Source: an optimization exercise on an open RTL-to-GDS flow (aim: small area, a short achievable clock period and few clock cycles). Production flows keep margins and buffers that such runs may drop.
RTL that was checked went through simulation tests only; none was proved equivalent to the original.
Power is estimated from default activity; no workload was simulated.

Setup of job 3699:
==> module mvm_mac, before the edit <==
module mvm_mac
(
    input  logic                      clk,
    input  logic                      rst_n,
    input  logic                      e_mat,
    input  logic [VALUE_W-1:0]        e_value,
    input  logic [VALUE_W-1:0]        e_x,
    input  logic                      e_first,
    input  logic                      e_emit,
    input  logic [ROW_W-1:0]          res_row,
    input  logic                      res_last,
    output logic                      out_valid,
    input  logic                      out_ready,
    output logic [VALUE_W-1:0]        row_sum,
    output logic [ROW_W-1:0]          row_number,
    output logic                      last
);
    localparam int ND = VALUE_W / 2;      
    logic [VALUE_W-1:0]        op_a_reg;
    logic [ND-1:0]             op_one_reg, op_two_reg, op_neg_reg;
    logic                      op_first_reg, op_emit_reg;
    logic [3:0][PROD_W-1:0]    part_reg;
    logic                      part_first_reg, part_emit_reg;
    logic [1:0][PROD_W-1:0]    two_reg;
    logic                      two_first_reg, two_emit_reg;
    logic [PROD_W-1:0]         prod_reg;
    logic                      prod_emit_reg;
    logic [PROD_W-1:0]         acc_reg;           
    logic                      sat_pos_reg, sat_neg_reg;   
    logic                      keep_reg, max_reg, min_reg;  
    logic                      fin_emit_reg;
    logic                      out_valid_reg;
    logic [VALUE_W-1:0]        row_sum_reg, row_sum_next;
    logic [ROW_W-1:0]          row_number_reg;
    logic                      last_reg;
    logic [VALUE_W:0]          xb;
    logic [ND-1:0]             one, two, neg;
    logic [3:0][PROD_W-1:0]    part;
    logic [PROD_W-1:0]         fin0, fin1;
    logic [PROD_W-1:0]         acc_base;
    localparam int HALF_W = PROD_W / 2;
    logic [PROD_W:0]           acc_wide;
    logic [HALF_W:0]           acc_lo, acc_hi0, acc_hi1;
    logic                      ovf_pos, ovf_neg;
    logic [PROD_W-FRAC_W-1:0]  acc_shift;
    always_comb
    begin
        xb = e_mat ? {e_value, 1'b0} : '0;
        for (int i = 0; i < ND; i++)
        begin
            one[i] = xb[2*i+1] ^ xb[2*i];
            two[i] = (xb[2*i+2] & ~xb[2*i+1] & ~xb[2*i]) | (~xb[2*i+2] & xb[2*i+1] & xb[2*i]);
            neg[i] = xb[2*i+2];
        end
    end
    mvm_mul_tree u_tree (
        .a   (op_a_reg),    
        .one (op_one_reg),
        .two (op_two_reg),
        .neg (op_neg_reg),
        .r0  (part[0]),
        .r1  (part[1]),
        .r2  (part[2]),
        .r3  (part[3])
    );
    mvm_mul_fin u_fin (
        .r0 (part_reg[0]),
        .r1 (part_reg[1]),
        .r2 (part_reg[2]),
        .r3 (part_reg[3]),
        .s0 (fin0),
        .s1 (fin1)
    );
    always_ff @(posedge clk or negedge rst_n)
    begin
        if (!rst_n)
        begin
            op_emit_reg   <= 1'b0;
            part_emit_reg <= 1'b0;
            two_emit_reg  <= 1'b0;
            prod_emit_reg <= 1'b0;
            fin_emit_reg  <= 1'b0;
            out_valid_reg <= 1'b0;
        end
        else
        begin
            op_emit_reg   <= e_mat && e_emit;
            part_emit_reg <= op_emit_reg;
            two_emit_reg  <= part_emit_reg;
            prod_emit_reg <= two_emit_reg;
            fin_emit_reg  <= prod_emit_reg;
            out_valid_reg <= fin_emit_reg || (out_valid_reg && !out_ready);
        end
    end
    always_comb
    begin
        for (int i = 0; i < PROD_W; i++)
            acc_base[i] = (keep_reg && acc_reg[i]) || ((i == PROD_W - 1) ? min_reg : max_reg);
        acc_lo   = {1'b0, acc_base[HALF_W-1:0]} + {1'b0, prod_reg[HALF_W-1:0]};
        acc_hi0  = {acc_base[PROD_W-1], acc_base[PROD_W-1:HALF_W]}
                 + {prod_reg[PROD_W-1], prod_reg[PROD_W-1:HALF_W]};
        acc_hi1  = {acc_base[PROD_W-1], acc_base[PROD_W-1:HALF_W]}
                 + {prod_reg[PROD_W-1], prod_reg[PROD_W-1:HALF_W]} + (HALF_W+1)'(1);
        acc_wide = {acc_lo[HALF_W] ? acc_hi1 : acc_hi0, acc_lo[HALF_W-1:0]};
        ovf_pos  = !acc_wide[PROD_W] && acc_wide[PROD_W-1];
        ovf_neg  = acc_wide[PROD_W] && !acc_wide[PROD_W-1];
    end
    always_ff @(posedge clk)
    begin
        op_a_reg       <= e_x;
        op_one_reg     <= one;
        op_two_reg     <= two;
        op_neg_reg     <= neg;
        op_first_reg   <= e_mat && e_first;
        part_reg       <= part;
        part_first_reg <= op_first_reg;
        two_reg        <= {fin1, fin0};
        two_first_reg  <= part_first_reg;
        prod_reg       <= two_reg[0] + two_reg[1];
        acc_reg        <= acc_wide[PROD_W-1:0];
        sat_pos_reg    <= ovf_pos;
        sat_neg_reg    <= ovf_neg;
        keep_reg       <= !two_first_reg && !ovf_pos && !ovf_neg;
        max_reg        <= !two_first_reg && ovf_pos;
        min_reg        <= !two_first_reg && ovf_neg;
    end
    always_comb
    begin
        acc_shift = acc_reg[PROD_W-1:FRAC_W];
        if (sat_pos_reg)
            row_sum_next = {1'b0, {(VALUE_W-1){1'b1}}};
        else if (sat_neg_reg)
            row_sum_next = {1'b1, {(VALUE_W-1){1'b0}}};
        else if (acc_shift[PROD_W-FRAC_W-1:VALUE_W-1] == '0 || acc_shift[PROD_W-FRAC_W-1:VALUE_W-1] == '1)
            row_sum_next = acc_shift[VALUE_W-1:0];
        else
            row_sum_next = acc_shift[PROD_W-FRAC_W-1] ? {1'b1, {(VALUE_W-1){1'b0}}}
                                                      : {1'b0, {(VALUE_W-1){1'b1}}};
    end
    always_ff @(posedge clk)
    begin
        if (fin_emit_reg)
        begin
            row_sum_reg    <= row_sum_next;
            row_number_reg <= res_row;
            last_reg       <= res_last;
        end
    end
    assign out_valid  = out_valid_reg;
    assign row_sum    = row_sum_reg;
    assign row_number = row_number_reg;
    assign last       = last_reg;
endmodule
clock: 9.0 ns
lec_check: 0
cap_margin: 20
core_margin: 2
core_utilization: 60
cts_buf_list: sky130_fd_sc_hd__clkbuf_16
cts_cluster_diameter: 50
cts_cluster_size: 28
place_density: 0.75
setup_slack_margin: 5
slew_margin: 20
standard.sh (not shown) runs the stock make flow with config.mk's settings and CLKGATE_MAP_FILE= SYNTH_SCRIPT=/design/flow/synth_recipe.tcl, a recipe that flattens the netlist after the stock synthesis.
==> flow/flow/run.sh <==
#!/bin/bash
set -euo pipefail
bash standard.sh SETUP_SLACK_MARGIN=5.6 finish > make.log 2>&1
Input-level comparison between job 8700 and job 3699:
diff --git a/flow/design.v b/flow/design.v
--- a/flow/design.v
+++ b/flow/design.v
@@ -310,7 +310,5 @@
     logic [PROD_W-1:0]         fin0, fin1;
     logic [PROD_W-1:0]         acc_base;
-    localparam int HALF_W = PROD_W / 2;
     logic [PROD_W:0]           acc_wide;
-    logic [HALF_W:0]           acc_lo, acc_hi0, acc_hi1;
     logic                      ovf_pos, ovf_neg;
     logic [PROD_W-FRAC_W-1:0]  acc_shift;
@@ -368,10 +366,5 @@
         for (int i = 0; i < PROD_W; i++)
             acc_base[i] = (keep_reg && acc_reg[i]) || ((i == PROD_W - 1) ? min_reg : max_reg);
-        acc_lo   = {1'b0, acc_base[HALF_W-1:0]} + {1'b0, prod_reg[HALF_W-1:0]};
-        acc_hi0  = {acc_base[PROD_W-1], acc_base[PROD_W-1:HALF_W]}
-                 + {prod_reg[PROD_W-1], prod_reg[PROD_W-1:HALF_W]};
-        acc_hi1  = {acc_base[PROD_W-1], acc_base[PROD_W-1:HALF_W]}
-                 + {prod_reg[PROD_W-1], prod_reg[PROD_W-1:HALF_W]} + (HALF_W+1)'(1);
-        acc_wide = {acc_lo[HALF_W] ? acc_hi1 : acc_hi0, acc_lo[HALF_W-1:0]};
+        acc_wide = {acc_base[PROD_W-1], acc_base} + {prod_reg[PROD_W-1], prod_reg};
         ovf_pos  = !acc_wide[PROD_W] && acc_wide[PROD_W-1];
         ovf_neg  = acc_wide[PROD_W] && !acc_wide[PROD_W-1];
[summary]
- Summary of job 8700 over job 3699: fraction of power consumed by combinational cells now smaller, setup slack has increased.
- Diff job 3699 -> job 8700 | post-route standard cell area excluding fillers | down slightly
- Changes observed in job 8700 relative to job 3699: post-CTS resize count lost 95; later-pin clock latency in the skew report saw little to no change; met2 usage in global routing shows a reduction of 0.18 points; clock distribution area overhead in the final layout saw an increase.
Testbench counts of job 8700, summed over its fixed seeds: cycles 167,971.
Function not checked in job 3699: the RTL went through the layout flow alone.

==> separate check: timing with driven ports <==
Ports are ideal in the flow. The routed layouts listed here were re-timed in OpenROAD. Step 1: set_driving_cell puts a clkbuf_16 on clk and a buf_2 on each other input, an assumption about the parent block. Step 2, shift: input delay + t, output delay - t, t = (earliest + latest rising clock arrival at the registers) / 2. This alone moves slack from input paths to output paths. a / b / c = ideal / step 1 / step 2; a / b = the first two.
run | t, ns | setup WS [ns] | worst register clock-pin slew, ns
job 3699 | 0.945 | 4.722 / 4.722 / 4.722 | 0.11 / 0.11
job 8700 | 0.952 | 5.459 / 5.459 / 4.868 | 0.11 / 0.11
After both steps every run listed still meets setup and hold. The setup slack of job 8700, which loses most, moves by 0.000 ns with the drivers and by -0.591 ns with both steps.
